Background: an optimization exercise with open tools, aiming at small area and a short achievable clock period. Do not read the settings as production practice.
In this exercise RTL edits were held to simulation tests only and were not proved equivalent to the original.
No activity file was given, so power comes from the tool's default toggle rates.

==> flow/design.v (outline; a module is shown in full before it is edited, if it fits) <==
// module sa_mac_pe: 1058 lines
// module sa_sel: 3 lines
// module sa_fa: 4 lines
// module sa_fa1: 4 lines
// module sa_ha: 4 lines
// module systolic_gemm_engine: 124 lines
module systolic_gemm_engine #(
   parameter int ROWS = 4,
   parameter int COLS = 4,
   parameter int DW   = 8,
   parameter int AW   = 20
) (
   input  logic                 clk,
   input  logic                 rst,
   input  logic                 w_valid,
   output logic                 w_ready,
   input  logic [COLS*DW-1:0]   w_data,
   input  logic                 a_valid,
   output logic                 a_ready,
   input  logic                 a_last,
   input  logic [ROWS*DW-1:0]   a_data,
   output logic                 out_valid,
   output logic [COLS*AW-1:0]   out_data,
   output logic                 busy
);
  // ...
==> flow/run.sh <==
#!/bin/bash
# synth_recipe.tcl (not shown) runs the flow's synth.tcl, then flattens the netlist and writes it again
# the make line also repeats each setting of config.mk as NAME=value (left out here)
make -C /OpenROAD-flow-scripts/flow DESIGN_CONFIG=/design/flow/config.mk WORK_HOME=/design/flow/orfs CLKGATE_MAP_FILE= SYNTH_SCRIPT=/design/flow/synth_recipe.tcl finish
==> flow/config.mk <==
export PLATFORM = sky130hd
export DESIGN_NAME = systolic_gemm_engine
export DESIGN_NICKNAME = systolic_gemm_engine
export VERILOG_FILES = /design/flow/design.v
export SDC_FILE = /design/flow/constraint.sdc
export NUM_CORES = 4
export LEC_CHECK = 0
export CAP_MARGIN = 20
export CORE_MARGIN = 2
export CORE_UTILIZATION = 40
export CTS_CLUSTER_DIAMETER = 100
export CTS_CLUSTER_SIZE = 24
export SETUP_SLACK_MARGIN = 4.9
export SLEW_MARGIN = 20
export SYNTH_HIERARCHICAL = 1
export SYNTH_MINIMUM_KEEP_SIZE = 0
export TNS_END_PERCENT = 0
==> flow/constraint.sdc <==
create_clock -name core_clock -period 8.0 [get_ports {clk}]
set_input_delay 1.6000 -clock core_clock [delete_from_list [all_inputs] [get_ports {clk}]]
set_output_delay 1.6000 -clock core_clock [all_outputs]
set_load 0.01 [all_outputs]
==> summary.txt, run 1 <==
* Routed via count at 28.80k
* Routed wire length per instance at 26.17 um
* Count of pins over their slew limit at 0
* Cells resized by post-CTS repair at 32
* Count of pins on the block boundary at 153
* Pleak at 18.01 nW
* Number of enable flip-flop cells after synthesis at 128
* Bufs w/o clock at ~230
* Multi-input logic portion of the cell area at 53.12%
* Final worst clock skew at 27.27 ps
* Final instance area at 44060 um^2
* Hold Path Depth at 0
* Area of the multi-input gates at ~23000 um^2
* Result of the run: timing/DRC/antenna clean
* Num rows at 114
* Total congestion overflow at 0
* Combinational group power at around 0.010 W
* Number of max-capacitance violations reported at 0
* TritonCTS clock tree: done
* Headroom to the max-slew limit at 31.71%
* Well-Tap Cells at approximately 1.3k
* Total number of sequential cells at roughly 670
* Beginning of the worst hold path: r_a[0][8]
* Register ranked first by flip-flop count: r_a
* Number of buffers added for setup after CTS at 8
* Met1 layer wirelength in the final routing at 50.28 mm
* Number of antenna diodes at 0
* Flop-to-flop setup slack at 4800 ps
==> inputs of run 2 (changes only) <==
==> flow/design.v (replaced) <==
package systolic_pkg;
   typedef enum logic [1:0] {
      IDLE  = 2'd0,
      LOAD  = 2'd1,
      RUN   = 2'd2,
      DRAIN = 2'd3
   } state_t;
   function automatic integer calc_lat(input integer rows, input integer cols);
      calc_lat = rows + cols;
   endfunction
endpackage
module sa_mac_pe (
   input  logic        clk,
   input  logic [47:0] i_sel,    
   input  logic [15:0] i_wa,     
   input  logic [15:0] i_wb,     
   input  logic [17:0] i_ws,     
   output logic [17:0] o_res
);
   logic pp1;
   logic pp2;
   logic x3;
   logic pp4;
   logic pp5;
   logic x6;
   logic pp7;
   logic pp8;
   logic x9;
   logic pp10;
   logic pp11;
   logic x12;
   logic pp13;
   logic x14;
   logic pp15;
   logic x16;
   logic pp17;
   logic pp18;
   logic x19;
   logic pp20;
   logic pp21;
   logic x22;
   logic pp23;
   logic pp24;
   logic x25;
   logic pp26;
   logic pp27;
   logic x28;
   logic pp29;
   logic pp30;
   logic x31;
   logic pp32;
   logic pp33;
   logic x34;
   logic pp35;
   logic pp36;
   logic x37;
   logic pp38;
   logic pp39;
   logic x40;
   logic pp41;
   logic x42;
   logic pp43;
   logic x44;
   logic pp45;
   logic pp46;
   logic x47;
   logic pp48;
   logic pp49;
   logic x50;
   logic pp51;
   logic pp52;
   logic x53;
   logic pp54;
   logic pp55;
   logic x56;
   logic pp57;
   logic pp58;
   logic x59;
   logic pp60;
   logic pp61;
   logic x62;
   logic pp63;
   logic pp64;
   logic x65;
   logic pp66;
   logic pp67;
   logic x68;
   logic pp69;
   logic x70;
   logic pp71;
   logic x72;
   logic pp73;
   logic pp74;
   logic x75;
   logic pp76;
   logic pp77;
   logic x78;
   logic pp79;
   logic pp80;
   logic x81;
   logic pp82;
   logic pp83;
   logic x84;
   logic pp85;
   logic pp86;
   logic x87;
   logic pp88;
   logic pp89;
   logic x90;
   logic pp91;
   logic pp92;
   logic x93;
   logic pp94;
   logic pp95;
   logic x96;
   logic pp97;
   logic x98;
   logic pp99;
   logic x100;
   logic pp101;
   logic x102;
   logic pp103;
   logic x104;
   logic pp105;
   logic x106;
   logic pp107;
   logic x108;
   logic pp109;
   logic x110;
   logic pp111;
   logic x112;
   logic pp113;
   logic x114;
   logic pp115;
   logic x116;
   logic pp117;
   logic pp118;
   logic x119;
   logic pp120;
   logic pp121;
   logic x122;
   logic pp123;
   logic pp124;
   logic x125;
   logic pp126;
   logic pp127;
   logic x128;
   logic pp129;
   logic x130;
   logic pp131;
   logic x132;
   logic pp133;
   logic pp134;
   logic x135;
   logic pp136;
   logic pp137;
   logic x138;
   logic pp139;
   logic pp140;
   logic x141;
   logic pp142;
   logic pp143;
   logic x144;
   logic pp145;
   logic pp146;
   logic x147;
   logic pp148;
   logic pp149;
   logic x150;
   logic pp151;
   logic pp152;
   logic x153;
   logic pp154;
   logic pp155;
   logic x156;
   logic pp157;
   logic x158;
   logic pp159;
   logic x160;
   logic pp161;
   logic pp162;
   logic x163;
   logic pp164;
   logic pp165;
   logic x166;
   logic pp167;
   logic pp168;
   logic x169;
   logic pp170;
   logic pp171;
   logic x172;
   logic pp173;
   logic pp174;
   logic x175;
   logic pp176;
   logic pp177;
   logic x178;
   logic pp179;
   logic pp180;
   logic x181;
   logic pp182;
   logic pp183;
   logic x184;
   logic pp185;
   logic x186;
   logic pp187;
   logic x188;
   logic pp189;
   logic pp190;
   logic x191;
   logic pp192;
   logic pp193;
   logic x194;
   logic pp195;
   logic pp196;
   logic x197;
   logic pp198;
   logic pp199;
   logic x200;
   logic pp201;
   logic pp202;
   logic x203;
   logic pp204;
   logic pp205;
   logic x206;
   logic pp207;
   logic pp208;
   logic x209;
   logic pp210;
   logic pp211;
   logic x212;
   logic pp213;
   logic x214;
   logic pp215;
   logic x216;
   logic pp217;
   logic x218;
   logic pp219;
   logic x220;
   logic pp221;
   logic x222;
   logic pp223;
   logic x224;
   logic pp225;
   logic x226;
   logic pp227;
   logic x228;
   logic pp229;
   logic x230;
   logic pp231;
   logic x232;
   logic s233;
   logic c234;
   logic s235;
   logic c236;
   logic s237;
   logic c238;
   logic s239;
   logic c240;
   logic s241;
   logic c242;
   logic s243;
   logic c244;
   logic s245;
   logic c246;
   logic s247;
   logic c248;
   logic s249;
   logic c250;
   logic s251;
   logic c252;
   logic s253;
   logic c254;
   logic s255;
   logic c256;
   logic s257;
   logic c258;
   logic s259;
   logic c260;
   logic s261;
   logic c262;
   logic s263;
   logic c264;
   logic s265;
   logic c266;
   logic s267;
   logic c268;
   logic s269;
   logic c270;
   logic s271;
   logic c272;
   logic s273;
   logic c274;
   logic s275;
   logic c276;
   logic s277;
   logic c278;
   logic s279;
   logic c280;
   logic s281;
   logic c282;
   logic s283;
   logic c284;
   logic s285;
   logic c286;
   logic s287;
   logic c288;
   logic s289;
   logic c290;
   logic s291;
   logic c292;
   logic s293;
   logic c294;
   logic s295;
   logic c296;
   logic s297;
   logic c298;
   logic s299;
   logic c300;
   logic s301;
   logic c302;
   logic s303;
   logic c304;
   logic s305;
   logic c306;
   logic s307;
   logic c308;
   logic s309;
   logic c310;
   logic s311;
   logic c312;
   logic s313;
   logic c314;
   logic s315;
   logic c316;
   logic s317;
   logic c318;
   logic s319;
   logic c320;
   logic s321;
   logic c322;
   logic s323;
   logic c324;
   logic s325;
   logic c326;
   logic s327;
   logic c328;
   logic s329;
   logic c330;
   logic s331;
   logic c332;
   logic s333;
   logic c334;
   logic s335;
   logic c336;
   logic s337;
   logic c338;
   logic s339;
   logic c340;
   logic s341;
   logic c342;
   logic s343;
   logic c344;
   logic s345;
   logic c346;
   logic s347;
   logic c348;
   logic s349;
   logic c350;
   logic s351;
   logic c352;
   logic s353;
   logic c354;
   logic s355;
   logic c356;
   logic s357;
   logic c358;
   logic s359;
   logic c360;
   logic s361;
   logic c362;
   logic s363;
   logic c364;
   logic s365;
   logic c366;
   logic s367;
   logic c368;
   logic s369;
   logic c370;
   logic s371;
   logic c372;
   logic s373;
   logic c374;
   logic s375;
   logic c376;
   logic s377;
   logic c378;
   logic s379;
   logic c380;
   logic s381;
   logic c382;
   logic s383;
   logic c384;
   logic s385;
   logic c386;
   logic s387;
   logic c388;
   logic s389;
   logic c390;
   logic s391;
   logic c392;
   logic s393;
   logic c394;
   logic s395;
   logic c396;
   logic s397;
   logic c398;
   logic s399;
   logic c400;
   logic s401;
   logic c402;
   logic s403;
   logic c404;
   logic s405;
   logic c406;
   logic s407;
   logic c408;
   logic s409;
   logic c410;
   logic s411;
   logic c412;
   logic s413;
   logic c414;
   logic s415;
   logic c416;
   logic s417;
   logic c418;
   logic s419;
   logic c420;
   logic s421;
   logic c422;
   logic s423;
   logic c424;
   logic s425;
   logic c426;
   logic s427;
   logic c428;
   logic s429;
   logic c430;
   logic s431;
   logic c432;
   logic s433;
   logic c434;
   logic s435;
   logic c436;
   logic s437;
   logic c438;
   logic s439;
   logic c440;
   logic s441;
   logic c442;
   logic s443;
   logic c444;
   logic s445;
   logic c446;
   logic s447;
   logic c448;
   logic s449;
   logic c450;
   logic q451;
   logic q452;
   logic q453;
   logic q454;
   logic q455;
   logic q456;
   logic q457;
   logic q458;
   logic q459;
   logic q460;
   logic q461;
   logic q462;
   logic q463;
   logic q464;
   logic q465;
   logic q466;
   logic q467;
   logic q468;
   logic q469;
   logic q470;
   logic q471;
   logic q472;
   logic q473;
   logic q474;
   logic q475;
   logic q476;
   logic q477;
   logic q478;
   logic q479;
   logic q480;
   logic q481;
   logic q482;
   logic q483;
   logic q484;
   logic q485;
   logic q486;
   logic q487;
   logic q488;
   logic q489;
   logic q490;
   logic q491;
   logic q492;
   logic q493;
   logic s494;
   logic c495;
   logic s496;
   logic c497;
   logic s498;
   logic c499;
   logic s500;
   logic c501;
   logic s502;
   logic c503;
   logic s504;
   logic c505;
   logic s506;
   logic c507;
   logic s508;
   logic c509;
   logic s510;
   logic c511;
   logic s512;
   logic c513;
   logic s514;
   logic c515;
   logic s516;
   logic c517;
   logic s518;
   logic c519;
   logic s520;
   logic c521;
   logic s522;
   logic c523;
   logic s524;
   logic c525;
   logic s526;
   logic c527;
   logic s528;
   logic c529;
   logic [17:0] w_a, w_b;
   assign pp1 = ~((i_sel[0] & i_wa[0]) | (i_sel[1] & i_wb[0]) | (i_sel[2] & i_ws[0]));
   sa_sel u_x3 (.s1(i_sel[0]), .w1(i_wa[1]), .s2(i_sel[1]), .w2(i_wb[1]), .x(x3));
   assign pp2 = ~(x3 | (i_sel[2] & i_ws[1]));
   assign pp4 = ~((i_sel[0] & i_wa[2]) | (i_sel[1] & i_wb[2]) | (i_sel[2] & i_ws[2]));
   sa_sel u_x6 (.s1(i_sel[0]), .w1(i_wa[3]), .s2(i_sel[1]), .w2(i_wb[3]), .x(x6));
   assign pp5 = ~(x6 | (i_sel[2] & i_ws[3]));
   assign pp7 = ~((i_sel[0] & i_wa[4]) | (i_sel[1] & i_wb[4]) | (i_sel[2] & i_ws[4]));
   sa_sel u_x9 (.s1(i_sel[0]), .w1(i_wa[5]), .s2(i_sel[1]), .w2(i_wb[5]), .x(x9));
   assign pp8 = ~(x9 | (i_sel[2] & i_ws[5]));
   assign pp10 = ~((i_sel[0] & i_wa[6]) | (i_sel[1] & i_wb[6]) | (i_sel[2] & i_ws[6]));
   sa_sel u_x12 (.s1(i_sel[0]), .w1(i_wa[7]), .s2(i_sel[1]), .w2(i_wb[7]), .x(x12));
   assign pp11 = ~(x12 | (i_sel[2] & i_ws[7]));
   sa_sel u_x14 (.s1(i_sel[0]), .w1(i_wa[7]), .s2(i_sel[1]), .w2(i_wb[7]), .x(x14));
   assign pp13 = (x14 | (i_sel[2] & i_ws[8]));
   sa_sel u_x16 (.s1(i_sel[3]), .w1(i_wa[0]), .s2(i_sel[4]), .w2(i_wb[0]), .x(x16));
   assign pp15 = ~(x16 | (i_sel[5] & i_ws[0]));
   assign pp17 = ~((i_sel[3] & i_wa[1]) | (i_sel[4] & i_wb[1]) | (i_sel[5] & i_ws[1]));
   sa_sel u_x19 (.s1(i_sel[3]), .w1(i_wa[2]), .s2(i_sel[4]), .w2(i_wb[2]), .x(x19));
   assign pp18 = ~(x19 | (i_sel[5] & i_ws[2]));
   assign pp20 = ~((i_sel[3] & i_wa[3]) | (i_sel[4] & i_wb[3]) | (i_sel[5] & i_ws[3]));
   sa_sel u_x22 (.s1(i_sel[3]), .w1(i_wa[4]), .s2(i_sel[4]), .w2(i_wb[4]), .x(x22));
   assign pp21 = ~(x22 | (i_sel[5] & i_ws[4]));
   assign pp23 = ~((i_sel[3] & i_wa[5]) | (i_sel[4] & i_wb[5]) | (i_sel[5] & i_ws[5]));
   sa_sel u_x25 (.s1(i_sel[3]), .w1(i_wa[6]), .s2(i_sel[4]), .w2(i_wb[6]), .x(x25));
   assign pp24 = ~(x25 | (i_sel[5] & i_ws[6]));
   assign pp26 = ~((i_sel[3] & i_wa[7]) | (i_sel[4] & i_wb[7]) | (i_sel[5] & i_ws[7]));
   sa_sel u_x28 (.s1(i_sel[3]), .w1(i_wa[7]), .s2(i_sel[4]), .w2(i_wb[7]), .x(x28));
   assign pp27 = (x28 | (i_sel[5] & i_ws[8]));
   assign pp29 = ~((i_sel[6] & i_wa[0]) | (i_sel[7] & i_wb[0]) | (i_sel[8] & i_ws[0]));
   sa_sel u_x31 (.s1(i_sel[6]), .w1(i_wa[1]), .s2(i_sel[7]), .w2(i_wb[1]), .x(x31));
   assign pp30 = ~(x31 | (i_sel[8] & i_ws[1]));
   assign pp32 = ~((i_sel[6] & i_wa[2]) | (i_sel[7] & i_wb[2]) | (i_sel[8] & i_ws[2]));
   sa_sel u_x34 (.s1(i_sel[6]), .w1(i_wa[3]), .s2(i_sel[7]), .w2(i_wb[3]), .x(x34));
   assign pp33 = ~(x34 | (i_sel[8] & i_ws[3]));
   assign pp35 = ~((i_sel[6] & i_wa[4]) | (i_sel[7] & i_wb[4]) | (i_sel[8] & i_ws[4]));
   sa_sel u_x37 (.s1(i_sel[6]), .w1(i_wa[5]), .s2(i_sel[7]), .w2(i_wb[5]), .x(x37));
   assign pp36 = ~(x37 | (i_sel[8] & i_ws[5]));
   assign pp38 = ~((i_sel[6] & i_wa[6]) | (i_sel[7] & i_wb[6]) | (i_sel[8] & i_ws[6]));
   sa_sel u_x40 (.s1(i_sel[6]), .w1(i_wa[7]), .s2(i_sel[7]), .w2(i_wb[7]), .x(x40));
   assign pp39 = ~(x40 | (i_sel[8] & i_ws[7]));
   sa_sel u_x42 (.s1(i_sel[6]), .w1(i_wa[7]), .s2(i_sel[7]), .w2(i_wb[7]), .x(x42));
   assign pp41 = (x42 | (i_sel[8] & i_ws[8]));
   sa_sel u_x44 (.s1(i_sel[9]), .w1(i_wa[0]), .s2(i_sel[10]), .w2(i_wb[0]), .x(x44));
   assign pp43 = ~(x44 | (i_sel[11] & i_ws[0]));
   assign pp45 = ~((i_sel[9] & i_wa[1]) | (i_sel[10] & i_wb[1]) | (i_sel[11] & i_ws[1]));
   sa_sel u_x47 (.s1(i_sel[9]), .w1(i_wa[2]), .s2(i_sel[10]), .w2(i_wb[2]), .x(x47));
   assign pp46 = ~(x47 | (i_sel[11] & i_ws[2]));
   assign pp48 = ~((i_sel[9] & i_wa[3]) | (i_sel[10] & i_wb[3]) | (i_sel[11] & i_ws[3]));
   sa_sel u_x50 (.s1(i_sel[9]), .w1(i_wa[4]), .s2(i_sel[10]), .w2(i_wb[4]), .x(x50));
   assign pp49 = ~(x50 | (i_sel[11] & i_ws[4]));
   assign pp51 = ~((i_sel[9] & i_wa[5]) | (i_sel[10] & i_wb[5]) | (i_sel[11] & i_ws[5]));
   sa_sel u_x53 (.s1(i_sel[9]), .w1(i_wa[6]), .s2(i_sel[10]), .w2(i_wb[6]), .x(x53));
   assign pp52 = ~(x53 | (i_sel[11] & i_ws[6]));
   assign pp54 = ~((i_sel[9] & i_wa[7]) | (i_sel[10] & i_wb[7]) | (i_sel[11] & i_ws[7]));
   sa_sel u_x56 (.s1(i_sel[9]), .w1(i_wa[7]), .s2(i_sel[10]), .w2(i_wb[7]), .x(x56));
   assign pp55 = (x56 | (i_sel[11] & i_ws[8]));
   assign pp57 = ~((i_sel[12] & i_wa[0]) | (i_sel[13] & i_wb[0]) | (i_sel[14] & i_ws[0]));
   sa_sel u_x59 (.s1(i_sel[12]), .w1(i_wa[1]), .s2(i_sel[13]), .w2(i_wb[1]), .x(x59));
   assign pp58 = ~(x59 | (i_sel[14] & i_ws[1]));
   assign pp60 = ~((i_sel[12] & i_wa[2]) | (i_sel[13] & i_wb[2]) | (i_sel[14] & i_ws[2]));
   sa_sel u_x62 (.s1(i_sel[12]), .w1(i_wa[3]), .s2(i_sel[13]), .w2(i_wb[3]), .x(x62));
   assign pp61 = ~(x62 | (i_sel[14] & i_ws[3]));
   assign pp63 = ~((i_sel[12] & i_wa[4]) | (i_sel[13] & i_wb[4]) | (i_sel[14] & i_ws[4]));
   sa_sel u_x65 (.s1(i_sel[12]), .w1(i_wa[5]), .s2(i_sel[13]), .w2(i_wb[5]), .x(x65));
   assign pp64 = ~(x65 | (i_sel[14] & i_ws[5]));
   assign pp66 = ~((i_sel[12] & i_wa[6]) | (i_sel[13] & i_wb[6]) | (i_sel[14] & i_ws[6]));
   sa_sel u_x68 (.s1(i_sel[12]), .w1(i_wa[7]), .s2(i_sel[13]), .w2(i_wb[7]), .x(x68));
   assign pp67 = ~(x68 | (i_sel[14] & i_ws[7]));
   sa_sel u_x70 (.s1(i_sel[12]), .w1(i_wa[7]), .s2(i_sel[13]), .w2(i_wb[7]), .x(x70));
   assign pp69 = (x70 | (i_sel[14] & i_ws[8]));
   sa_sel u_x72 (.s1(i_sel[15]), .w1(i_wa[0]), .s2(i_sel[16]), .w2(i_wb[0]), .x(x72));
   assign pp71 = ~(x72 | (i_sel[17] & i_ws[0]));
   assign pp73 = ~((i_sel[15] & i_wa[1]) | (i_sel[16] & i_wb[1]) | (i_sel[17] & i_ws[1]));
   sa_sel u_x75 (.s1(i_sel[15]), .w1(i_wa[2]), .s2(i_sel[16]), .w2(i_wb[2]), .x(x75));
   assign pp74 = ~(x75 | (i_sel[17] & i_ws[2]));
   assign pp76 = ~((i_sel[15] & i_wa[3]) | (i_sel[16] & i_wb[3]) | (i_sel[17] & i_ws[3]));
   sa_sel u_x78 (.s1(i_sel[15]), .w1(i_wa[4]), .s2(i_sel[16]), .w2(i_wb[4]), .x(x78));
   assign pp77 = ~(x78 | (i_sel[17] & i_ws[4]));
   assign pp79 = ~((i_sel[15] & i_wa[5]) | (i_sel[16] & i_wb[5]) | (i_sel[17] & i_ws[5]));
   sa_sel u_x81 (.s1(i_sel[15]), .w1(i_wa[6]), .s2(i_sel[16]), .w2(i_wb[6]), .x(x81));
   assign pp80 = ~(x81 | (i_sel[17] & i_ws[6]));
   assign pp82 = ~((i_sel[15] & i_wa[7]) | (i_sel[16] & i_wb[7]) | (i_sel[17] & i_ws[7]));
   sa_sel u_x84 (.s1(i_sel[15]), .w1(i_wa[7]), .s2(i_sel[16]), .w2(i_wb[7]), .x(x84));
   assign pp83 = (x84 | (i_sel[17] & i_ws[8]));
   assign pp85 = ~((i_sel[18] & i_wa[0]) | (i_sel[19] & i_wb[0]) | (i_sel[20] & i_ws[0]));
   sa_sel u_x87 (.s1(i_sel[18]), .w1(i_wa[1]), .s2(i_sel[19]), .w2(i_wb[1]), .x(x87));
   assign pp86 = ~(x87 | (i_sel[20] & i_ws[1]));
   assign pp88 = ~((i_sel[18] & i_wa[2]) | (i_sel[19] & i_wb[2]) | (i_sel[20] & i_ws[2]));
   sa_sel u_x90 (.s1(i_sel[18]), .w1(i_wa[3]), .s2(i_sel[19]), .w2(i_wb[3]), .x(x90));
   assign pp89 = ~(x90 | (i_sel[20] & i_ws[3]));
   assign pp91 = ~((i_sel[18] & i_wa[4]) | (i_sel[19] & i_wb[4]) | (i_sel[20] & i_ws[4]));
   sa_sel u_x93 (.s1(i_sel[18]), .w1(i_wa[5]), .s2(i_sel[19]), .w2(i_wb[5]), .x(x93));
   assign pp92 = ~(x93 | (i_sel[20] & i_ws[5]));
   assign pp94 = ~((i_sel[18] & i_wa[6]) | (i_sel[19] & i_wb[6]) | (i_sel[20] & i_ws[6]));
   sa_sel u_x96 (.s1(i_sel[18]), .w1(i_wa[7]), .s2(i_sel[19]), .w2(i_wb[7]), .x(x96));
   assign pp95 = ~(x96 | (i_sel[20] & i_ws[7]));
   sa_sel u_x98 (.s1(i_sel[18]), .w1(i_wa[7]), .s2(i_sel[19]), .w2(i_wb[7]), .x(x98));
   assign pp97 = (x98 | (i_sel[20] & i_ws[8]));
   sa_sel u_x100 (.s1(i_sel[21]), .w1(i_wa[0]), .s2(i_sel[22]), .w2(i_wb[0]), .x(x100));
   assign pp99 = (x100 | (i_sel[23] & i_ws[0]));
   sa_sel u_x102 (.s1(i_sel[21]), .w1(i_wa[1]), .s2(i_sel[22]), .w2(i_wb[1]), .x(x102));
   assign pp101 = (x102 | (i_sel[23] & i_ws[1]));
   sa_sel u_x104 (.s1(i_sel[21]), .w1(i_wa[2]), .s2(i_sel[22]), .w2(i_wb[2]), .x(x104));
   assign pp103 = (x104 | (i_sel[23] & i_ws[2]));
   sa_sel u_x106 (.s1(i_sel[21]), .w1(i_wa[3]), .s2(i_sel[22]), .w2(i_wb[3]), .x(x106));
   assign pp105 = (x106 | (i_sel[23] & i_ws[3]));
   sa_sel u_x108 (.s1(i_sel[21]), .w1(i_wa[4]), .s2(i_sel[22]), .w2(i_wb[4]), .x(x108));
   assign pp107 = (x108 | (i_sel[23] & i_ws[4]));
   sa_sel u_x110 (.s1(i_sel[21]), .w1(i_wa[5]), .s2(i_sel[22]), .w2(i_wb[5]), .x(x110));
   assign pp109 = (x110 | (i_sel[23] & i_ws[5]));
   sa_sel u_x112 (.s1(i_sel[21]), .w1(i_wa[6]), .s2(i_sel[22]), .w2(i_wb[6]), .x(x112));
   assign pp111 = (x112 | (i_sel[23] & i_ws[6]));
   sa_sel u_x114 (.s1(i_sel[21]), .w1(i_wa[7]), .s2(i_sel[22]), .w2(i_wb[7]), .x(x114));
   assign pp113 = (x114 | (i_sel[23] & i_ws[7]));
   sa_sel u_x116 (.s1(i_sel[21]), .w1(i_wa[7]), .s2(i_sel[22]), .w2(i_wb[7]), .x(x116));
   assign pp115 = ~(x116 | (i_sel[23] & i_ws[8]));
   assign pp117 = ~((i_sel[24] & i_wa[8]) | (i_sel[25] & i_wb[8]) | (i_sel[26] & i_ws[9]));
   sa_sel u_x119 (.s1(i_sel[24]), .w1(i_wa[9]), .s2(i_sel[25]), .w2(i_wb[9]), .x(x119));
   assign pp118 = ~(x119 | (i_sel[26] & i_ws[10]));
   assign pp120 = ~((i_sel[24] & i_wa[10]) | (i_sel[25] & i_wb[10]) | (i_sel[26] & i_ws[11]));
   sa_sel u_x122 (.s1(i_sel[24]), .w1(i_wa[11]), .s2(i_sel[25]), .w2(i_wb[11]), .x(x122));
   assign pp121 = ~(x122 | (i_sel[26] & i_ws[12]));
   assign pp123 = ~((i_sel[24] & i_wa[12]) | (i_sel[25] & i_wb[12]) | (i_sel[26] & i_ws[13]));
   sa_sel u_x125 (.s1(i_sel[24]), .w1(i_wa[13]), .s2(i_sel[25]), .w2(i_wb[13]), .x(x125));
   assign pp124 = ~(x125 | (i_sel[26] & i_ws[14]));
   assign pp126 = ~((i_sel[24] & i_wa[14]) | (i_sel[25] & i_wb[14]) | (i_sel[26] & i_ws[15]));
   sa_sel u_x128 (.s1(i_sel[24]), .w1(i_wa[15]), .s2(i_sel[25]), .w2(i_wb[15]), .x(x128));
   assign pp127 = ~(x128 | (i_sel[26] & i_ws[16]));
   sa_sel u_x130 (.s1(i_sel[24]), .w1(i_wa[15]), .s2(i_sel[25]), .w2(i_wb[15]), .x(x130));
   assign pp129 = (x130 | (i_sel[26] & i_ws[17]));
   sa_sel u_x132 (.s1(i_sel[27]), .w1(i_wa[8]), .s2(i_sel[28]), .w2(i_wb[8]), .x(x132));
   assign pp131 = ~(x132 | (i_sel[29] & i_ws[9]));
   assign pp133 = ~((i_sel[27] & i_wa[9]) | (i_sel[28] & i_wb[9]) | (i_sel[29] & i_ws[10]));
   sa_sel u_x135 (.s1(i_sel[27]), .w1(i_wa[10]), .s2(i_sel[28]), .w2(i_wb[10]), .x(x135));
   assign pp134 = ~(x135 | (i_sel[29] & i_ws[11]));
   assign pp136 = ~((i_sel[27] & i_wa[11]) | (i_sel[28] & i_wb[11]) | (i_sel[29] & i_ws[12]));
   sa_sel u_x138 (.s1(i_sel[27]), .w1(i_wa[12]), .s2(i_sel[28]), .w2(i_wb[12]), .x(x138));
   assign pp137 = ~(x138 | (i_sel[29] & i_ws[13]));
   assign pp139 = ~((i_sel[27] & i_wa[13]) | (i_sel[28] & i_wb[13]) | (i_sel[29] & i_ws[14]));
   sa_sel u_x141 (.s1(i_sel[27]), .w1(i_wa[14]), .s2(i_sel[28]), .w2(i_wb[14]), .x(x141));
   assign pp140 = ~(x141 | (i_sel[29] & i_ws[15]));
   assign pp142 = ~((i_sel[27] & i_wa[15]) | (i_sel[28] & i_wb[15]) | (i_sel[29] & i_ws[16]));
   sa_sel u_x144 (.s1(i_sel[27]), .w1(i_wa[15]), .s2(i_sel[28]), .w2(i_wb[15]), .x(x144));
   assign pp143 = (x144 | (i_sel[29] & i_ws[17]));
   assign pp145 = ~((i_sel[30] & i_wa[8]) | (i_sel[31] & i_wb[8]) | (i_sel[32] & i_ws[9]));
   sa_sel u_x147 (.s1(i_sel[30]), .w1(i_wa[9]), .s2(i_sel[31]), .w2(i_wb[9]), .x(x147));
   assign pp146 = ~(x147 | (i_sel[32] & i_ws[10]));
   assign pp148 = ~((i_sel[30] & i_wa[10]) | (i_sel[31] & i_wb[10]) | (i_sel[32] & i_ws[11]));
   sa_sel u_x150 (.s1(i_sel[30]), .w1(i_wa[11]), .s2(i_sel[31]), .w2(i_wb[11]), .x(x150));
   assign pp149 = ~(x150 | (i_sel[32] & i_ws[12]));
   assign pp151 = ~((i_sel[30] & i_wa[12]) | (i_sel[31] & i_wb[12]) | (i_sel[32] & i_ws[13]));
   sa_sel u_x153 (.s1(i_sel[30]), .w1(i_wa[13]), .s2(i_sel[31]), .w2(i_wb[13]), .x(x153));
   assign pp152 = ~(x153 | (i_sel[32] & i_ws[14]));
   assign pp154 = ~((i_sel[30] & i_wa[14]) | (i_sel[31] & i_wb[14]) | (i_sel[32] & i_ws[15]));
   sa_sel u_x156 (.s1(i_sel[30]), .w1(i_wa[15]), .s2(i_sel[31]), .w2(i_wb[15]), .x(x156));
   assign pp155 = ~(x156 | (i_sel[32] & i_ws[16]));
   sa_sel u_x158 (.s1(i_sel[30]), .w1(i_wa[15]), .s2(i_sel[31]), .w2(i_wb[15]), .x(x158));
   assign pp157 = (x158 | (i_sel[32] & i_ws[17]));
   sa_sel u_x160 (.s1(i_sel[33]), .w1(i_wa[8]), .s2(i_sel[34]), .w2(i_wb[8]), .x(x160));
   assign pp159 = ~(x160 | (i_sel[35] & i_ws[9]));
   assign pp161 = ~((i_sel[33] & i_wa[9]) | (i_sel[34] & i_wb[9]) | (i_sel[35] & i_ws[10]));
   sa_sel u_x163 (.s1(i_sel[33]), .w1(i_wa[10]), .s2(i_sel[34]), .w2(i_wb[10]), .x(x163));
   assign pp162 = ~(x163 | (i_sel[35] & i_ws[11]));
   assign pp164 = ~((i_sel[33] & i_wa[11]) | (i_sel[34] & i_wb[11]) | (i_sel[35] & i_ws[12]));
   sa_sel u_x166 (.s1(i_sel[33]), .w1(i_wa[12]), .s2(i_sel[34]), .w2(i_wb[12]), .x(x166));
   assign pp165 = ~(x166 | (i_sel[35] & i_ws[13]));
   assign pp167 = ~((i_sel[33] & i_wa[13]) | (i_sel[34] & i_wb[13]) | (i_sel[35] & i_ws[14]));
   sa_sel u_x169 (.s1(i_sel[33]), .w1(i_wa[14]), .s2(i_sel[34]), .w2(i_wb[14]), .x(x169));
   assign pp168 = ~(x169 | (i_sel[35] & i_ws[15]));
   assign pp170 = ~((i_sel[33] & i_wa[15]) | (i_sel[34] & i_wb[15]) | (i_sel[35] & i_ws[16]));
   sa_sel u_x172 (.s1(i_sel[33]), .w1(i_wa[15]), .s2(i_sel[34]), .w2(i_wb[15]), .x(x172));
   assign pp171 = (x172 | (i_sel[35] & i_ws[17]));
   assign pp173 = ~((i_sel[36] & i_wa[8]) | (i_sel[37] & i_wb[8]) | (i_sel[38] & i_ws[9]));
   sa_sel u_x175 (.s1(i_sel[36]), .w1(i_wa[9]), .s2(i_sel[37]), .w2(i_wb[9]), .x(x175));
   assign pp174 = ~(x175 | (i_sel[38] & i_ws[10]));
   assign pp176 = ~((i_sel[36] & i_wa[10]) | (i_sel[37] & i_wb[10]) | (i_sel[38] & i_ws[11]));
   sa_sel u_x178 (.s1(i_sel[36]), .w1(i_wa[11]), .s2(i_sel[37]), .w2(i_wb[11]), .x(x178));
   assign pp177 = ~(x178 | (i_sel[38] & i_ws[12]));
   assign pp179 = ~((i_sel[36] & i_wa[12]) | (i_sel[37] & i_wb[12]) | (i_sel[38] & i_ws[13]));
   sa_sel u_x181 (.s1(i_sel[36]), .w1(i_wa[13]), .s2(i_sel[37]), .w2(i_wb[13]), .x(x181));
   assign pp180 = ~(x181 | (i_sel[38] & i_ws[14]));
   assign pp182 = ~((i_sel[36] & i_wa[14]) | (i_sel[37] & i_wb[14]) | (i_sel[38] & i_ws[15]));
   sa_sel u_x184 (.s1(i_sel[36]), .w1(i_wa[15]), .s2(i_sel[37]), .w2(i_wb[15]), .x(x184));
   assign pp183 = ~(x184 | (i_sel[38] & i_ws[16]));
   sa_sel u_x186 (.s1(i_sel[36]), .w1(i_wa[15]), .s2(i_sel[37]), .w2(i_wb[15]), .x(x186));
   assign pp185 = (x186 | (i_sel[38] & i_ws[17]));
   sa_sel u_x188 (.s1(i_sel[39]), .w1(i_wa[8]), .s2(i_sel[40]), .w2(i_wb[8]), .x(x188));
   assign pp187 = ~(x188 | (i_sel[41] & i_ws[9]));
   assign pp189 = ~((i_sel[39] & i_wa[9]) | (i_sel[40] & i_wb[9]) | (i_sel[41] & i_ws[10]));
   sa_sel u_x191 (.s1(i_sel[39]), .w1(i_wa[10]), .s2(i_sel[40]), .w2(i_wb[10]), .x(x191));
   assign pp190 = ~(x191 | (i_sel[41] & i_ws[11]));
   assign pp192 = ~((i_sel[39] & i_wa[11]) | (i_sel[40] & i_wb[11]) | (i_sel[41] & i_ws[12]));
   sa_sel u_x194 (.s1(i_sel[39]), .w1(i_wa[12]), .s2(i_sel[40]), .w2(i_wb[12]), .x(x194));
   assign pp193 = ~(x194 | (i_sel[41] & i_ws[13]));
   assign pp195 = ~((i_sel[39] & i_wa[13]) | (i_sel[40] & i_wb[13]) | (i_sel[41] & i_ws[14]));
   sa_sel u_x197 (.s1(i_sel[39]), .w1(i_wa[14]), .s2(i_sel[40]), .w2(i_wb[14]), .x(x197));
   assign pp196 = ~(x197 | (i_sel[41] & i_ws[15]));
   assign pp198 = ~((i_sel[39] & i_wa[15]) | (i_sel[40] & i_wb[15]) | (i_sel[41] & i_ws[16]));
   sa_sel u_x200 (.s1(i_sel[39]), .w1(i_wa[15]), .s2(i_sel[40]), .w2(i_wb[15]), .x(x200));
   assign pp199 = (x200 | (i_sel[41] & i_ws[17]));
   assign pp201 = ~((i_sel[42] & i_wa[8]) | (i_sel[43] & i_wb[8]) | (i_sel[44] & i_ws[9]));
   sa_sel u_x203 (.s1(i_sel[42]), .w1(i_wa[9]), .s2(i_sel[43]), .w2(i_wb[9]), .x(x203));
   assign pp202 = ~(x203 | (i_sel[44] & i_ws[10]));
   assign pp204 = ~((i_sel[42] & i_wa[10]) | (i_sel[43] & i_wb[10]) | (i_sel[44] & i_ws[11]));
   sa_sel u_x206 (.s1(i_sel[42]), .w1(i_wa[11]), .s2(i_sel[43]), .w2(i_wb[11]), .x(x206));
   assign pp205 = ~(x206 | (i_sel[44] & i_ws[12]));
   assign pp207 = ~((i_sel[42] & i_wa[12]) | (i_sel[43] & i_wb[12]) | (i_sel[44] & i_ws[13]));
   sa_sel u_x209 (.s1(i_sel[42]), .w1(i_wa[13]), .s2(i_sel[43]), .w2(i_wb[13]), .x(x209));
   assign pp208 = ~(x209 | (i_sel[44] & i_ws[14]));
   assign pp210 = ~((i_sel[42] & i_wa[14]) | (i_sel[43] & i_wb[14]) | (i_sel[44] & i_ws[15]));
   sa_sel u_x212 (.s1(i_sel[42]), .w1(i_wa[15]), .s2(i_sel[43]), .w2(i_wb[15]), .x(x212));
   assign pp211 = ~(x212 | (i_sel[44] & i_ws[16]));
   sa_sel u_x214 (.s1(i_sel[42]), .w1(i_wa[15]), .s2(i_sel[43]), .w2(i_wb[15]), .x(x214));
   assign pp213 = (x214 | (i_sel[44] & i_ws[17]));
   sa_sel u_x216 (.s1(i_sel[45]), .w1(i_wa[8]), .s2(i_sel[46]), .w2(i_wb[8]), .x(x216));
   assign pp215 = (x216 | (i_sel[47] & i_ws[9]));
   sa_sel u_x218 (.s1(i_sel[45]), .w1(i_wa[9]), .s2(i_sel[46]), .w2(i_wb[9]), .x(x218));
   assign pp217 = (x218 | (i_sel[47] & i_ws[10]));
   sa_sel u_x220 (.s1(i_sel[45]), .w1(i_wa[10]), .s2(i_sel[46]), .w2(i_wb[10]), .x(x220));
   assign pp219 = (x220 | (i_sel[47] & i_ws[11]));
   sa_sel u_x222 (.s1(i_sel[45]), .w1(i_wa[11]), .s2(i_sel[46]), .w2(i_wb[11]), .x(x222));
   assign pp221 = (x222 | (i_sel[47] & i_ws[12]));
   sa_sel u_x224 (.s1(i_sel[45]), .w1(i_wa[12]), .s2(i_sel[46]), .w2(i_wb[12]), .x(x224));
   assign pp223 = (x224 | (i_sel[47] & i_ws[13]));
   sa_sel u_x226 (.s1(i_sel[45]), .w1(i_wa[13]), .s2(i_sel[46]), .w2(i_wb[13]), .x(x226));
   assign pp225 = (x226 | (i_sel[47] & i_ws[14]));
   sa_sel u_x228 (.s1(i_sel[45]), .w1(i_wa[14]), .s2(i_sel[46]), .w2(i_wb[14]), .x(x228));
   assign pp227 = (x228 | (i_sel[47] & i_ws[15]));
   sa_sel u_x230 (.s1(i_sel[45]), .w1(i_wa[15]), .s2(i_sel[46]), .w2(i_wb[15]), .x(x230));
   assign pp229 = (x230 | (i_sel[47] & i_ws[16]));
   sa_sel u_x232 (.s1(i_sel[45]), .w1(i_wa[15]), .s2(i_sel[46]), .w2(i_wb[15]), .x(x232));
   assign pp231 = ~(x232 | (i_sel[47] & i_ws[17]));
   sa_fa1 u_s233 (.a(pp1), .b(pp117), .s(s233), .co(c234));
   sa_fa u_s235 (.a(pp2), .b(pp15), .c(pp118), .s(s235), .co(c236));
   sa_fa u_s237 (.a(pp4), .b(pp17), .c(pp29), .s(s237), .co(c238));
   sa_fa u_s239 (.a(pp120), .b(pp133), .c(pp145), .s(s239), .co(c240));
   sa_fa u_s241 (.a(pp5), .b(pp18), .c(pp30), .s(s241), .co(c242));
   sa_fa u_s243 (.a(pp43), .b(pp121), .c(pp134), .s(s243), .co(c244));
   sa_fa1 u_s245 (.a(pp146), .b(pp159), .s(s245), .co(c246));
   sa_fa u_s247 (.a(pp7), .b(pp20), .c(pp32), .s(s247), .co(c248));
   sa_fa u_s249 (.a(pp45), .b(pp57), .c(pp123), .s(s249), .co(c250));
   sa_fa u_s251 (.a(pp136), .b(pp148), .c(pp161), .s(s251), .co(c252));
   sa_fa u_s253 (.a(pp8), .b(pp21), .c(pp33), .s(s253), .co(c254));
   sa_fa u_s255 (.a(pp46), .b(pp58), .c(pp71), .s(s255), .co(c256));
   sa_fa u_s257 (.a(pp124), .b(pp137), .c(pp149), .s(s257), .co(c258));
   sa_fa u_s259 (.a(pp162), .b(pp174), .c(pp187), .s(s259), .co(c260));
   sa_fa u_s261 (.a(pp10), .b(pp23), .c(pp35), .s(s261), .co(c262));
   sa_fa u_s263 (.a(pp48), .b(pp60), .c(pp73), .s(s263), .co(c264));
   sa_fa u_s265 (.a(pp85), .b(pp126), .c(pp139), .s(s265), .co(c266));
   sa_fa u_s267 (.a(pp151), .b(pp164), .c(pp176), .s(s267), .co(c268));
   sa_fa1 u_s269 (.a(pp189), .b(pp201), .s(s269), .co(c270));
   sa_fa u_s271 (.a(pp11), .b(pp24), .c(pp36), .s(s271), .co(c272));
   sa_fa u_s273 (.a(pp49), .b(pp61), .c(pp74), .s(s273), .co(c274));
   sa_fa u_s275 (.a(pp86), .b(pp99), .c(pp127), .s(s275), .co(c276));
   sa_fa u_s277 (.a(pp140), .b(pp152), .c(pp165), .s(s277), .co(c278));
   sa_fa u_s279 (.a(pp177), .b(pp190), .c(pp202), .s(s279), .co(c280));
   sa_fa u_s281 (.a(pp13), .b(pp26), .c(pp38), .s(s281), .co(c282));
   sa_fa u_s283 (.a(pp51), .b(pp63), .c(pp76), .s(s283), .co(c284));
   sa_fa u_s285 (.a(pp88), .b(pp101), .c(pp129), .s(s285), .co(c286));
   sa_fa u_s287 (.a(pp142), .b(pp154), .c(pp167), .s(s287), .co(c288));
   sa_fa u_s289 (.a(pp179), .b(pp192), .c(pp204), .s(s289), .co(c290));
   sa_fa u_s291 (.a(pp27), .b(pp39), .c(pp52), .s(s291), .co(c292));
   sa_fa u_s293 (.a(pp64), .b(pp77), .c(pp89), .s(s293), .co(c294));
   sa_fa u_s295 (.a(pp103), .b(pp143), .c(pp155), .s(s295), .co(c296));
   sa_fa u_s297 (.a(pp168), .b(pp180), .c(pp193), .s(s297), .co(c298));
   sa_fa1 u_s299 (.a(pp205), .b(pp219), .s(s299), .co(c300));
   sa_fa u_s301 (.a(pp41), .b(pp54), .c(pp66), .s(s301), .co(c302));
   sa_fa u_s303 (.a(pp79), .b(pp91), .c(pp105), .s(s303), .co(c304));
   sa_fa u_s305 (.a(pp157), .b(pp170), .c(pp182), .s(s305), .co(c306));
   sa_fa u_s307 (.a(pp195), .b(pp207), .c(pp221), .s(s307), .co(c308));
   sa_fa u_s309 (.a(pp55), .b(pp67), .c(pp80), .s(s309), .co(c310));
   sa_fa u_s311 (.a(pp92), .b(pp107), .c(pp171), .s(s311), .co(c312));
   sa_fa u_s313 (.a(pp183), .b(pp196), .c(pp208), .s(s313), .co(c314));
   sa_fa u_s315 (.a(pp69), .b(pp82), .c(pp94), .s(s315), .co(c316));
   sa_fa u_s317 (.a(pp109), .b(pp185), .c(pp198), .s(s317), .co(c318));
   sa_fa u_s319 (.a(pp83), .b(pp95), .c(pp111), .s(s319), .co(c320));
   sa_fa u_s321 (.a(pp199), .b(pp211), .c(pp227), .s(s321), .co(c322));
   sa_fa u_s323 (.a(pp97), .b(pp113), .c(pp213), .s(s323), .co(c324));
   sa_fa u_s325 (.a(pp131), .b(c234), .c(s235), .s(s325), .co(c326));
   sa_fa1 u_s327 (.a(c236), .b(s237), .s(s327), .co(c328));
   sa_fa u_s329 (.a(c238), .b(c240), .c(s241), .s(s329), .co(c330));
   sa_fa1 u_s331 (.a(pp173), .b(c242), .s(s331), .co(c332));
   sa_fa u_s333 (.a(c244), .b(c246), .c(s247), .s(s333), .co(c334));
   sa_fa1 u_s335 (.a(c248), .b(c250), .s(s335), .co(c336));
   sa_fa u_s337 (.a(c252), .b(s253), .c(s255), .s(s337), .co(c338));
   sa_fa u_s339 (.a(c254), .b(c256), .c(c258), .s(s339), .co(c340));
   sa_fa u_s341 (.a(c260), .b(s261), .c(s263), .s(s341), .co(c342));
   sa_fa u_s343 (.a(s265), .b(s267), .c(s269), .s(s343), .co(c344));
   sa_fa1 u_s345 (.a(pp215), .b(c262), .s(s345), .co(c346));
   sa_fa u_s347 (.a(c264), .b(c266), .c(c268), .s(s347), .co(c348));
   sa_fa u_s349 (.a(c270), .b(s271), .c(s273), .s(s349), .co(c350));
   sa_fa u_s351 (.a(s275), .b(s277), .c(s279), .s(s351), .co(c352));
   sa_fa u_s353 (.a(pp217), .b(c272), .c(c274), .s(s353), .co(c354));
   sa_fa u_s355 (.a(c276), .b(c278), .c(c280), .s(s355), .co(c356));
   sa_fa u_s357 (.a(s281), .b(s283), .c(s285), .s(s357), .co(c358));
   sa_fa u_s359 (.a(c282), .b(c284), .c(c286), .s(s359), .co(c360));
   sa_fa u_s361 (.a(c288), .b(c290), .c(s291), .s(s361), .co(c362));
   sa_fa u_s363 (.a(s293), .b(s295), .c(s297), .s(s363), .co(c364));
   sa_fa u_s365 (.a(c292), .b(c294), .c(c296), .s(s365), .co(c366));
   sa_fa u_s367 (.a(c298), .b(c300), .c(s301), .s(s367), .co(c368));
   sa_fa u_s369 (.a(s303), .b(s305), .c(s307), .s(s369), .co(c370));
   sa_fa u_s371 (.a(pp223), .b(c302), .c(c304), .s(s371), .co(c372));
   sa_fa u_s373 (.a(c306), .b(c308), .c(s309), .s(s373), .co(c374));
   sa_fa u_s375 (.a(pp210), .b(pp225), .c(c310), .s(s375), .co(c376));
   sa_fa u_s377 (.a(c312), .b(c314), .c(s315), .s(s377), .co(c378));
   sa_fa u_s379 (.a(c316), .b(c318), .c(s319), .s(s379), .co(c380));
   sa_fa u_s381 (.a(pp229), .b(c320), .c(c322), .s(s381), .co(c382));
   sa_fa u_s383 (.a(pp115), .b(pp231), .c(c324), .s(s383), .co(c384));
   sa_fa u_s385 (.a(s239), .b(c326), .c(s327), .s(s385), .co(c386));
   sa_fa u_s387 (.a(s243), .b(s245), .c(c328), .s(s387), .co(c388));
   sa_fa u_s389 (.a(s249), .b(s251), .c(c330), .s(s389), .co(c390));
   sa_fa u_s391 (.a(s257), .b(s259), .c(c332), .s(s391), .co(c392));
   sa_fa u_s393 (.a(c334), .b(s335), .c(s337), .s(s393), .co(c394));
   sa_fa u_s395 (.a(c336), .b(c338), .c(s339), .s(s395), .co(c396));
   sa_fa u_s397 (.a(c340), .b(c342), .c(c344), .s(s397), .co(c398));
   sa_fa u_s399 (.a(s345), .b(s347), .c(s349), .s(s399), .co(c400));
   sa_fa u_s401 (.a(s287), .b(s289), .c(c346), .s(s401), .co(c402));
   sa_fa u_s403 (.a(c348), .b(c350), .c(c352), .s(s403), .co(c404));
   sa_fa u_s405 (.a(s353), .b(s355), .c(s357), .s(s405), .co(c406));
   sa_fa u_s407 (.a(s299), .b(c354), .c(c356), .s(s407), .co(c408));
   sa_fa u_s409 (.a(c358), .b(s359), .c(s361), .s(s409), .co(c410));
   sa_fa u_s411 (.a(c360), .b(c362), .c(c364), .s(s411), .co(c412));
   sa_fa u_s413 (.a(s365), .b(s367), .c(s369), .s(s413), .co(c414));
   sa_fa u_s415 (.a(s311), .b(s313), .c(c366), .s(s415), .co(c416));
   sa_fa u_s417 (.a(c368), .b(c370), .c(s371), .s(s417), .co(c418));
   sa_fa u_s419 (.a(s317), .b(c372), .c(c374), .s(s419), .co(c420));
   sa_fa u_s421 (.a(s321), .b(c376), .c(c378), .s(s421), .co(c422));
   sa_fa u_s423 (.a(s323), .b(c380), .c(s381), .s(s423), .co(c424));
   sa_fa u_s425 (.a(s329), .b(c386), .c(s387), .s(s425), .co(c426));
   sa_fa u_s427 (.a(s331), .b(s333), .c(c388), .s(s427), .co(c428));
   sa_fa u_s429 (.a(c390), .b(s391), .c(s393), .s(s429), .co(c430));
   sa_fa u_s431 (.a(s341), .b(s343), .c(c392), .s(s431), .co(c432));
   sa_fa u_s433 (.a(s351), .b(c396), .c(s397), .s(s433), .co(c434));
   sa_fa u_s435 (.a(c398), .b(c400), .c(s401), .s(s435), .co(c436));
   sa_fa u_s437 (.a(s363), .b(c402), .c(c404), .s(s437), .co(c438));
   sa_fa u_s439 (.a(c406), .b(s407), .c(s409), .s(s439), .co(c440));
   sa_fa u_s441 (.a(c408), .b(c410), .c(s411), .s(s441), .co(c442));
   sa_fa u_s443 (.a(s373), .b(c412), .c(c414), .s(s443), .co(c444));
   sa_fa u_s445 (.a(s375), .b(s377), .c(c416), .s(s445), .co(c446));
   sa_fa u_s447 (.a(s379), .b(c420), .c(s421), .s(s447), .co(c448));
   sa_fa u_s449 (.a(c382), .b(s383), .c(c424), .s(s449), .co(c450));
   sa_ha u_s494 (.a(q460), .b(q461), .s(s494), .co(c495));
   sa_ha u_s496 (.a(q464), .b(q465), .s(s496), .co(c497));
   sa_fa u_s498 (.a(q467), .b(q468), .c(q469), .s(s498), .co(c499));
   sa_ha u_s500 (.a(q471), .b(q472), .s(s500), .co(c501));
   sa_fa u_s502 (.a(q474), .b(q475), .c(q476), .s(s502), .co(c503));
   sa_fa u_s504 (.a(q478), .b(q479), .c(q480), .s(s504), .co(c505));
   sa_fa u_s506 (.a(q482), .b(q483), .c(q484), .s(s506), .co(c507));
   sa_ha u_s508 (.a(q455), .b(q456), .s(s508), .co(c509));
   sa_ha u_s510 (.a(q458), .b(q459), .s(s510), .co(c511));
   sa_fa u_s512 (.a(q462), .b(q463), .c(s494), .s(s512), .co(c513));
   sa_fa u_s514 (.a(q466), .b(s496), .c(c495), .s(s514), .co(c515));
   sa_fa u_s516 (.a(q470), .b(s498), .c(c497), .s(s516), .co(c517));
   sa_fa u_s518 (.a(q473), .b(s500), .c(c499), .s(s518), .co(c519));
   sa_fa u_s520 (.a(q477), .b(s502), .c(c501), .s(s520), .co(c521));
   sa_fa u_s522 (.a(q481), .b(s504), .c(c503), .s(s522), .co(c523));
   sa_fa u_s524 (.a(q485), .b(s506), .c(c505), .s(s524), .co(c525));
   sa_fa u_s526 (.a(q486), .b(q487), .c(c507), .s(s526), .co(c527));
   sa_fa u_s528 (.a(q488), .b(q489), .c(q490), .s(s528), .co(c529));
   always_ff @(posedge clk) begin
      q451 <= s233;
      q452 <= s325;
      q453 <= s385;
      q454 <= s425;
      q455 <= s389;
      q456 <= c426;
      q457 <= s427;
      q458 <= c428;
      q459 <= s429;
      q460 <= c394;
      q461 <= s395;
      q462 <= c430;
      q463 <= s431;
      q464 <= s399;
      q465 <= c432;
      q466 <= s433;
      q467 <= s403;
      q468 <= s405;
      q469 <= c434;
      q470 <= s435;
      q471 <= c436;
      q472 <= s437;
      q473 <= s439;
      q474 <= s413;
      q475 <= c438;
      q476 <= c440;
      q477 <= s441;
      q478 <= s415;
      q479 <= s417;
      q480 <= c442;
      q481 <= s443;
      q482 <= c418;
      q483 <= s419;
      q484 <= c444;
      q485 <= s445;
      q486 <= c446;
      q487 <= s447;
      q488 <= c422;
      q489 <= s423;
      q490 <= c448;
      q491 <= s449;
      q492 <= c384;
      q493 <= c450;
   end
   assign w_a = {1'b1, q492, q491, s528, s526, s524, s522, s520, s518, s516, s514, s512, s510, q457, q454, q453, q452, q451};
   assign w_b = {1'b0, q493, c529, c527, c525, c523, c521, c519, c517, c515, c513, c511, c509, s508, 1'b0, 1'b0, 1'b0, 1'b0};
   always_ff @(posedge clk) o_res <= ~(w_a + w_b);
endmodule
module sa_sel (input logic s1, w1, s2, w2, output logic x);
   assign x = (s1 & w1) | (s2 & w2);
endmodule
module sa_fa (input logic a, b, c, output logic s, co);
   assign s  = a ^ b ^ c;
   assign co = (a & b) | (a & c) | (b & c);
endmodule
module sa_fa1 (input logic a, b, output logic s, co);   
   assign s  = ~(a ^ b);
   assign co = a | b;
endmodule
module sa_ha (input logic a, b, output logic s, co);
   assign s  = a ^ b;
   assign co = a & b;
endmodule
module systolic_gemm_engine #(
   parameter int ROWS = 4,
   parameter int COLS = 4,
   parameter int DW   = 8,
   parameter int AW   = 20
) (
   input  logic                 clk,
   input  logic                 rst,
   input  logic                 w_valid,
   output logic                 w_ready,
   input  logic [COLS*DW-1:0]   w_data,
   input  logic                 a_valid,
   output logic                 a_ready,
   input  logic                 a_last,
   input  logic [ROWS*DW-1:0]   a_data,
   output logic                 out_valid,
   output logic [COLS*AW-1:0]   out_data,
   output logic                 busy
);
   localparam int LAT = 8;
   localparam int NRAW = 5;    
   logic            r_w_ready;
   logic            r_a_ready;
   logic            r_busy;
   logic [2:0]      r_cnt;
   logic [LAT-1:0]  r_vld;
   logic            w_w_fire;
   logic            w_a_fire;
   assign w_w_fire = w_valid && r_w_ready;
   assign w_a_fire = a_valid && r_a_ready;
   logic            w_w_ready_nx;
   logic            w_a_ready_nx;
   logic            w_busy_nx;
   logic [2:0]      w_cnt_nx;
   always_comb begin
      w_w_ready_nx = r_w_ready;
      w_a_ready_nx = r_a_ready;
      w_busy_nx    = r_busy;
      w_cnt_nx     = r_cnt;
      if (r_w_ready) begin
         if (w_valid) begin
            w_busy_nx = 1'b1;
            w_cnt_nx  = {1'b0, r_cnt[1:0] + 2'd1};
            if (r_cnt[1:0] == 2'd3) begin
               w_w_ready_nx = 1'b0;
               w_a_ready_nx = 1'b1;
            end
         end
      end else if (r_a_ready) begin
         if (a_valid && a_last) w_a_ready_nx = 1'b0;
      end else if (r_busy) begin
         w_cnt_nx = r_cnt + 3'd1;
         if (r_cnt == 3'd7) begin
            w_w_ready_nx = 1'b1;
            w_busy_nx    = 1'b0;
         end
      end
   end
   always_ff @(posedge clk) begin
      if (rst) begin
         r_w_ready   <= 1'b1;
         r_a_ready   <= 1'b0;
         r_busy      <= 1'b0;
         r_cnt       <= '0;
      end else begin
         r_w_ready   <= w_w_ready_nx;
         r_a_ready   <= w_a_ready_nx;
         r_busy      <= w_busy_nx;
         r_cnt       <= w_cnt_nx;
      end
   end
   always_ff @(posedge clk) begin
      if (rst) r_vld <= '0;
      else     r_vld <= {r_vld[LAT-2:0], w_a_fire};
   end
   assign w_ready   = r_w_ready;
   assign a_ready   = r_a_ready;
   assign busy      = r_busy;
   assign out_valid = r_vld[LAT-1];
   logic [DW-1:0] r_w  [ROWS][COLS];
   logic [DW:0]   r_ws [ROWS/2][COLS];
   for (genvar r = 0; r < ROWS; r++) begin : g_wr
      for (genvar c = 0; c < COLS; c++) begin : g_wc
         always_ff @(posedge clk) begin
            if (w_w_fire && r_cnt[1:0] == 2'(r)) r_w[r][c] <= w_data[c*DW +: DW];
         end
      end
   end
   for (genvar p = 0; p < ROWS/2; p++) begin : g_ws
      for (genvar c = 0; c < COLS; c++) begin : g_wsc
         always_ff @(posedge clk) begin
            r_ws[p][c] <= {r_w[2*p][c][DW-1], r_w[2*p][c]} +
                          {r_w[2*p+1][c][DW-1], r_w[2*p+1][c]};
         end
      end
   end
   logic [ROWS*DW-1:0] r_a [NRAW];
   always_ff @(posedge clk) begin
      r_a[0] <= a_data;
      for (int i = 1; i < NRAW; i++) r_a[i] <= r_a[i-1];
   end
   logic [47:0] r_sel;
   always_ff @(posedge clk) begin
      for (int p = 0; p < 2; p++) begin
         for (int b = 0; b < DW; b++) begin
            r_sel[(p*8+b)*3 + 0] <=  r_a[NRAW-1][(2*p)*DW + b] & ~r_a[NRAW-1][(2*p+1)*DW + b];
            r_sel[(p*8+b)*3 + 1] <= ~r_a[NRAW-1][(2*p)*DW + b] &  r_a[NRAW-1][(2*p+1)*DW + b];
            r_sel[(p*8+b)*3 + 2] <=  r_a[NRAW-1][(2*p)*DW + b] &  r_a[NRAW-1][(2*p+1)*DW + b];
         end
      end
   end
   for (genvar c = 0; c < COLS; c++) begin : g_col
      logic [17:0] w_res;
      sa_mac_pe u_pe (
         .clk   (clk),
         .i_sel (r_sel),
         .i_wa  ({r_w[2][c], r_w[0][c]}),
         .i_wb  ({r_w[3][c], r_w[1][c]}),
         .i_ws  ({r_ws[1][c], r_ws[0][c]}),
         .o_res (w_res)
      );
      assign out_data[c*AW +: AW] = {{(AW-18){w_res[17]}}, w_res};
   end
endmodule
==> summary.txt, run 2 <==
* Number of routed nets with antenna violations at 0 (unchanged)
* Switching share of power at 41.76% (was 42.01%)
* Share of post-route cells with drive strength above 1 at 7.789% (was 5.816%)
* Number of flip-flops under the largest register name at 160 (unchanged)
* Clk slew on worst S/H paths at 100 ps (about the same)
* Highest-count cells in the layout ignoring fill and taps: dfxtp_1 (513), fa_1 (458), a22o_1 (352) (was a22o_1 (576), a21oi_1 (539), dfxtp_1 (515))
* Horizontal die dimension at 313.8 um (was 317.2 um)
* Buffers added on ports at 152 (unchanged)
* Part of the total power dissipated in combinational logic at 58.3% (was 57.9%)
* Maximum vdd ir drop at 303.6 uV (was 342.4 uV)
* Register ranked first by flip-flop count: r_a (unchanged)
* Num rows at 113 (was 114)
* Total Nets Final at 3961 (was 4139)
* Setup_tns at 0 ps (unchanged)
* Most frequent standard cell in the layout excluding fill and tap cells: dfxtp_1 (was a22o_1)
* Combinational family with the most area after synthesis: adder cells (unchanged)
* Total congestion overflow at 0 (unchanged)
* Pint at 0.01003 W (was 0.01006 W)
* Area fraction of the dominant cell type after synthesis at 28.05% (was 27.45%)
* Cell types occupying the most area after synthesis: dfxtp_1 (28%), fa_1 (24%), edfxtp_1 (10%), a22o_1 (8.0%), a222oi_1 (5.8%) (was dfxtp_1 (27%), fa_1 (24%), a22o_1 (13%), edfxtp_1 (9.8%), a21oi_1 (6.9%))
* Fmax achieved at 308.6 MHz (was 312.3 MHz)
* Crit path max-delay cell type: dfxtp_4 (unchanged)
* Adder-cell share of the synthesized area at 30.04% (was 29.39%)
* Final routed DRC violation total at 0 (unchanged)
* Wire length after detailed routing at 122.2 mm (was 123.8 mm)
* Clock latency on the worst-skew pair at 630 ps (was 640 ps)
* Most instantiated flip-flop cell in the synthesis netlist: dfxtp_1 (unchanged)
* Classification of the worst setup path: reg -> reg (unchanged)
* Number of max-capacitance violations reported at 0 (unchanged)
* Final Hold Violating Endpoints at 0 (unchanged)
* Starting Density at 40.41% (was 40.45%)
* Count of pins over their slew limit at 0 (unchanged)
* Total die area at 98490 um^2 (was 100600 um^2)
* Result of the run: timing/DRC/antenna clean (unchanged)
* Synth Area in Simple Gates at 2.806% (was 2.746%)
* Die Y at 313.8 um (was 317.2 um)
* Routed via count at 28.59k (was 28.80k)
* Commonest cells in the netlist: dfxtp_1 (538), fa_1 (468), a22o_1 (352), a21oi_1 (315), a222oi_1 (224) (was a22o_1 (576), a21oi_1 (539), dfxtp_1 (538), fa_1 (468), ha_1 (173))
* Pleak at 17.57 nW (was 18.01 nW)
* H-tree Lvls at 2 (unchanged)
* Number of search-and-repair iterations in the first detailed-routing pass at 11 (was 6)
* Largest net degree at the start of global routing at 37 (unchanged)
* Synth area leader: dfxtp_1 (unchanged)
* Layout Area Growth over Synthesis at 13.44% (was 12.30%)
* Routed vias/inst at 6.298 (was 6.085)
* Flip-flop and latch count after synthesis at 666 (unchanged)
* Sum of internal, switching and leakage power at 0.01722 W (was 0.01734 W)
* Number of cells produced by synthesis at 3082 (was 3306)
* Compound-Gate Fraction of Synth Area at 23.97% (was 25.60%)
* Initial antenna violation count at 7 (was 3)
* Final GP Congestion at 0.8686 (was 0.8518)
* Final period util at 40.51% (was 40.03%)
* Crit path largest cell delay at 660 ps (was 610 ps)
* Final Non-Filler Cells at 4539 (was 4732)
* TritonCTS clock tree: done (unchanged)
* Number of global-route vias before repair at 28.63k (was 28.92k)
* Number of sinks driven by the clock tree at 666 (unchanged)
* Headroom to the max-slew limit at 28.08% (was 31.71%)
* Final Setup Violations at 0 (unchanged)
* Share of synthesized area spent on multiplexers at 0.2248% (was 0.2200%)
* Post-layout min period at 3241 ps (was 3203 ps)
* Synthesized area divided by synthesized cell count at 12.46 um^2 (was 11.87 um^2)
* Crit path required time at 8510 ps (was 8500 ps)
* Root Buffer: clkbuf_16 (unchanged)
* Type of the worst min-delay path: reg -> reg (unchanged)
* Placed cells at 4384 (was 4617)
* Crit-path cells: buf_12 > a22o_1 > a21oi_1 > fa_1 > fa_1 > fa_1 > fa_1 (unchanged)
* Clock network fraction of total power at 12.7% (was 13.2%)
* CTS hold repair buffers at 0 (unchanged)
* Most used standard cell by instance count after synthesis: dfxtp_1 (was a22o_1)
* Yosys cell types at 60 (was 59)
* Global-route wire length before repair at 177.6 mm (was 182.9 mm)
* Unrepaired setup endpoints after global routing: yes (unchanged)
* Maximum buffer depth of the clock tree at 3 (unchanged)
* P per Cell Area at 395.4 nW/um^2 (was 393.5 nW/um^2)
* Smallest hold slack at 326.5 ps (was 320.9 ps)
* Routed wire length per instance at 26.92 um (was 26.17 um)
* Worst Path Arrival at 3750 ps (was 3700 ps)
* Critical Path End Type: flip-flop (unchanged)
* Nets in the synthesized netlist at 3792 (was 4016)
* Final worst clock skew at 41.70 ps (was 27.27 ps)
* Number of enable flip-flop cells after synthesis at 128 (unchanged)
* Std-Cell Core Area at 95010 um^2 (was 96990 um^2)
* Total CTS buffers at 38 (was 39)
* Synth Area in XOR/XNOR at 1.711% (was 1.674%)
* Slew at the pin with the worst max-slew slack at 1079 ps (was 1024 ps)
* Iteration-0 DRC count of the detailed router at 4733 (was 2723)
* Top cell by count, worst path: fa_1 (unchanged)
* DP Wirelength at 76.88 mm (was 78.97 mm)
* Sequential fraction of design power at 29.0% (was 28.9%)
* Count of pins on the block boundary at 153 (unchanged)
* Largest registers: r_a: 160 flops, r_w: 128 flops (unchanged)
* Sequential share of the synthesized area at 38.06% (was 37.24%)
* Synthesized cell area at 38400 um^2 (was 39240 um^2)
* Number of antenna diodes at 0 (unchanged)
* Switching power total at 0.007191 W (was 0.007284 W)
* Global-route total usage across every layer at 23.51% (was 24.02%)
* Maximum net fanout on the critical path at 19 (unchanged)
* Async set or reset register ratio after synthesis at 0% (unchanged)
* Setup crit start kind: flip-flop (unchanged)
* Number of warnings issued by yosys at 11 (unchanged)
run 2: kinds of logic (layout without fill, tap and decap cells):
logic type                 after synthesis  count (layout)
DFF                                    666             666
adders and majority gates              641             641
AOI/OAI and AO/OA                     1182            1182
and+or+nand+nor                        192             192
buffers and inverters                  318             510
muxes                                    8               8
xor gates and xnor gates                75              75
run 2: worst max-delay path, delay by kind of cell, from the launching register on:
family,cells,cell delay (ps)
buf+inv,1,290
fa+ha+maj,4,1940
compound gates,2,220
flops,1,660
run 2: power by group through the flow:
stage / sequential (W) / combinational (W) / clock [W]
detailed placement: 0.00510 / 0.0100 / 0
global route: 0.00506 / 0.0114 / 0.00237
floorplan: 0.00492 / 0.00730 / 0
global placement: 0.00509 / 0.00990 / 0
CTS: 0.00500 / 0.0101 / 0.00227
finish: 0.00499 / 0.0100 / 0.00219
run 2: timing repair:
action / CTS / global route
gates resized for setup: 40 / 46
setup endpoints to repair: 154 / 140
pin swaps: 11 / 34
buffers inserted: 23 / 67
cloned: 0 / 2
run 2: area by class of cell:
class / count / area [um^2]
fill: 8722 / 51450
timing repair buffer: 279 / 2823
sequential: 666 / 14710
multi-input combinational: 2098 / 22590
tap: 1265 / 1583
clock buffer: 50 / 1070
inverter: 168 / 630.6
clock inverter: 13 / 153.9
run 2: path summary, 6_finish.rpt:
kind | start | to | slack, ps | depth (start not counted)
worst max-delay path | r_sel[13] | g_col[1].u_pe.q470 | 4760 | 7
worst min-delay path | r_a[3][26] | r_a[4][26] | 330 | 0
worst min register to register | r_a[3][26] | r_a[4][26] | 330 | 0
worst max register to register | r_sel[13] | g_col[1].u_pe.q470 | 4760 | 7
run 2: Yosys stat by module, one instance, submodules excluded:
module / cells inside / area (um^2) / copies in the design / flip-flops and latches
sa_fa: 1 / 20.02 / 456 / 0
systolic_gemm_engine: 818 / 12860 / 1 / 422
sa_fa1: 5 / 27.53 / 32 / 0
sa_ha: 1 / 12.51 / 20 / 0
sa_mac_pe: 319 / 3048 / 4 / 61
sa_sel: 1 / 8.758 / 352 / 0
run 2: layer usage:
metal  vias to the layer above  track usage [%]  share of wire, %
li1                      12050                -                 -
met3                       393            6.162                13
met5                         -                0             0.037
met1                     14000            31.01                38
met4                         8            10.58               4.8
met2                      2142            36.33                44
run 2: metrics by stage:
stage	area, um^2	worst slack, ps	util [%]
2_1_floorplan	38410	4886	-
3_3_place_gp	41200	4440	43.36
3_5_place_dp	41200	4424	43.36
4_1_cts	42710	4812	44.96
5_1_grt	43560	4774	45.84
6_report	43560	4759	45.84

[static timing again, ports no longer ideal]
The flow's constraints put no driver on any port. The routed layouts listed below were extracted and timed again, unchanged, in two steps.
Step 1 (the two cells are an assumption about what drives the block):
set clk [get_ports {clk}]
set_driving_cell -lib_cell sky130_fd_sc_hd__clkbuf_16 $clk
set_driving_cell -lib_cell sky130_fd_sc_hd__buf_2 [delete_from_list [all_inputs] $clk]
Step 2, shift: input delay + t, output delay - t, t = (earliest + latest rising clock arrival at the registers) / 2. This alone moves slack from input paths to output paths.
a / b / c = ideal ports / drivers / drivers and shift; a / b = the first two.
run | t, ns | slack for setup (ns) | worst setup path at the end
run 1 | 0.691 | 4.797 / 4.786 / 4.428 | input to register
run 2 | 0.672 | 4.759 / 4.759 / 4.422 | input to register
After both steps setup and hold are still met in every run listed. The setup slack of run 1, which loses most, moves by -0.011 ns with the drivers and by -0.369 ns with both steps.
